This design comes from an exercise in tuning for small area, a short achievable clock period and few clock cycles per item on the open sky130 flow, not from production work. RTL that was checked went through simulation tests only; none was proved equivalent to the original.

== lane 1 ==
// anemometer_period_speed_meter_top
module anemometer_period_speed_meter_top (
  input  logic                           clk_i,
  input  logic                           rst_ni,
  input  logic                           in_valid_i,
  output logic                           in_ready_o,
  input  apm_pkg::in_word_t              in_word_i,
  output logic                           out_valid_o,
  input  logic                           out_ready_i,
  output apm_pkg::out_word_t             out_word_o,
  input  logic                           cfg_we_i,
  input  logic [apm_pkg::CfgIdxBits-1:0] cfg_index_i,
  input  logic [apm_pkg::DataBits-1:0]   cfg_data_i
);
For scale: about 2600 cells after synthesis, about 230 I/O pins.
Settings: LEC_CHECK=0, CAP_MARGIN=20, CORE_MARGIN=2, CORE_UTILIZATION=40, SETUP_SLACK_MARGIN=5, SLEW_MARGIN=20; clock period 9.0 ns.
run.sh (not shown) runs the stock make flow with config.mk's settings and CLKGATE_MAP_FILE= SYNTH_SCRIPT=/design/flow/synth_recipe.tcl, a recipe that flattens the netlist after the stock synthesis.
Lane 1 finished all stages; the layout is clean.
--- input diff lane 1..lane 2 ---
Settings: setting ABC_AREA to 1 for the first time; removing SETUP_SLACK_MARGIN (formerly 5).
[summary]
Lane 2 reports its main combinational cell family by area after synthesis as simple AND/OR/NAND/NOR gates while lane 1 reports compound AO/OA/AOI/OAI gates.
Diff lane 2..lane 1 | final hold violation count | unchanged
Going from lane 1 to lane 2, share of final layout cell area taken by clock buffers and inverters was more or less identical; area fraction in compound gates after synthesis fell by 4.5 points; fmax went down by 55 MHz.
No functional check of the RTL was part of any run of this note.


Another version of the RTL of anemometer_period_speed_meter_top (not shown whole).
Size in the first run: ~2900 cells after synthesis, about 230 I/O pins, ~29000 um^2 of cells after synthesis.
// anemometer_period_speed_meter_top
module anemometer_period_speed_meter_top (
  input  logic                           clk_i,
  input  logic                           rst_ni,
  input  logic                           in_valid_i,
  output logic                           in_ready_o,
  input  apm_pkg::in_word_t              in_word_i,
  output logic                           out_valid_o,
  input  logic                           out_ready_i,
  output apm_pkg::out_word_t             out_word_o,
  input  logic                           cfg_we_i,
  input  logic [apm_pkg::CfgIdxBits-1:0] cfg_index_i,
  input  logic [apm_pkg::DataBits-1:0]   cfg_data_i
);
  localparam logic [31:0] RpmNum = apm_pkg::RpmQ4Num;
  logic [31:0] deb_q, stop_q, scale_q;
  logic        stg_we_q;
  logic [1:0]  stg_idx_q;
  logic [31:0] stg_data_q;
  always_ff @(posedge clk_i or negedge rst_ni) begin
    if (!rst_ni) begin
      stg_we_q <= 1'b0;
    end else begin
      stg_we_q <= cfg_we_i;
    end
  end
  always_ff @(posedge clk_i) begin
    stg_idx_q  <= cfg_index_i;
    stg_data_q <= cfg_data_i;
  end
  always_ff @(posedge clk_i or negedge rst_ni) begin
    if (!rst_ni) begin
      deb_q   <= apm_pkg::DebounceReset;
      stop_q  <= apm_pkg::StopReset;
      scale_q <= apm_pkg::ScaleReset;
    end else if (stg_we_q) begin
      case (stg_idx_q)
        apm_pkg::CfgDebounce:    deb_q   <= stg_data_q;
        apm_pkg::CfgStopTimeout: stop_q  <= stg_data_q;
        apm_pkg::CfgSpeedScale:  scale_q <= stg_data_q;
        default: ;
      endcase
    end
  end
  typedef enum logic [1:0] {
    StIdle,
    StDiv,
    StLast
  } state_e;
  state_e      state_q;
  logic        in_v_q;             
  logic        t_v_q;              
  logic        out_valid_q;
  logic        cache_q;            
  ...
clock: 9.0 ns
lec_check: 0
cap_margin: 20
core_margin: 2
core_utilization: 60
place_density: 0.7
setup_slack_margin: 5
slew_margin: 20
The baseline completed without violations.
Testbench counts at the start, summed over its fixed seeds: cycles 20,519, items 1,920.
Edit:
Settings changed: CORE_UTILIZATION 60 to 40, PLACE_DENSITY 0.7 to not set.
=>
- maximum frequency increases by 0.84%
- wire length increases by 6.3%
- register-to-register slack improved by 80 ps
- area after synthesis is unchanged
- core utilization decreases by 23 points
- clock-buffer cell count is unchanged
- global-route usage decreases by 9.2 points
- via count decreases by 1.0%
Edit:
Settings changed: CAP_MARGIN 20 to 0, SLEW_MARGIN 20 to 0.
Wire length barely changes.
Design area went down by 0.39%.
Sequential share of layout area went up by 0.14 points.
Non-clock buffer count went down by 1.
Worst setup slack improves by 7.4 ps.
Area after synthesis stays the same.
Via count barely changes.
Critical path depth stays the same.
Core utilization went down by 0.19 points.
Fmax stays flat.
Edit:
==> flow/flow/run.sh (new file) <==
#!/bin/bash
set -euo pipefail
bash standard.sh SETUP_SLACK_MARGIN=5.6 finish > standard.log 2>&1
==> flow/standard.sh (new file) <==
#!/bin/bash
# synth_recipe.tcl (not shown) runs the flow's synth.tcl, then flattens the netlist and writes it again
# the make line also repeats each setting of config.mk as NAME=value (left out here)
make -C /OpenROAD-flow-scripts/flow DESIGN_CONFIG=/design/flow/config.mk WORK_HOME=/design/flow/orfs CLKGATE_MAP_FILE= SYNTH_SCRIPT=/design/flow/synth_recipe.tcl "${@:-finish}"
Settings changed: CAP_MARGIN 0 to 20, SETUP_SLACK_MARGIN 5 to not set, SLEW_MARGIN 0 to 20.
removed: flow/run.sh
Routed wire length rises by 13%.
Synthesized area is unchanged.
Clock-buffer cell count falls by 9.
Edit:
==> flow/run.sh (new file) <==
#!/bin/bash
# synth_recipe.tcl (not shown) runs the flow's synth.tcl, then flattens the netlist and writes it again
# the make line also repeats each setting of config.mk as NAME=value (left out here)
make -C /OpenROAD-flow-scripts/flow DESIGN_CONFIG=/design/flow/config.mk WORK_HOME=/design/flow/orfs CLKGATE_MAP_FILE= SYNTH_SCRIPT=/design/flow/synth_recipe.tcl finish
Settings changed: SETUP_SLACK_MARGIN set to 4.5.
removed: flow/flow/run.sh
removed: flow/standard.sh
=>
- via count shrinks by about 8%
- design area shrinks by about 11%
- synthesized area does not change
- setup slack gets worse by 810 ps
- global-route usage shrinks by 2.2 points
- synthesized cell count is unchanged
- die area stays the same
- cell count came out lower by about 6%
Edit:
Settings changed: CAP_MARGIN 20 to 0, CTS_CLUSTER_DIAMETER set to 80, CTS_CLUSTER_SIZE set to 30, SETUP_SLACK_MARGIN 4.5 to 5, SLEW_MARGIN 20 to 0.
Synthesized cell count stays the same.
Sequential share of layout area goes up by 0.43 points.
Worst setup slack gains 500 ps.
Area after synthesis stays the same.

==> what the ideal ports hide <==
The results above use ideal ports. As a check the final layouts listed here were re-extracted and re-timed, cells and wires unchanged.
Step 1 sets driving cells, clkbuf_16 on the clock port and buf_2 on the other inputs (assumed; they add their load-dependent delay and slew).
Step 2, shift: input delay + t, output delay - t, t = (earliest + latest rising clock arrival at the registers) / 2. This alone moves slack from input paths to output paths.
Three values: ideal ports, drivers, drivers and shift; two values: the first two.
run | shift t [ns] | slack for setup (ns) | worst slew at a driven data input, ns
lane 1 | 0.681 | 5.159 / 5.100 / 4.629 | 0.05
lane 2 | 0.681 | 4.134 / 4.071 / 4.421 | 0.07
the first run of note 2 | 0.661 | 5.080 / 5.049 / 4.478 | 0.06
the second run of note 2 | 0.669 | 5.112 / 5.044 / 4.520 | 0.07
the third run of note 2 | 0.667 | 5.120 / 5.055 / 4.507 | 0.06
the fourth run of note 2 | 0.680 | 5.440 / 5.440 / 5.006 | 0.07
the fifth run of note 2 | 0.670 | 4.631 / 4.678 / 4.008 | 0.07
the sixth run of note 2 | 0.641 | 5.130 / 5.066 / 4.540 | 0.07
After both steps every run listed still meets setup and hold. For the fifth run of note 2, which loses most, drivers alone change the setup slack by +0.047 ns; drivers and shift together by -0.623 ns.
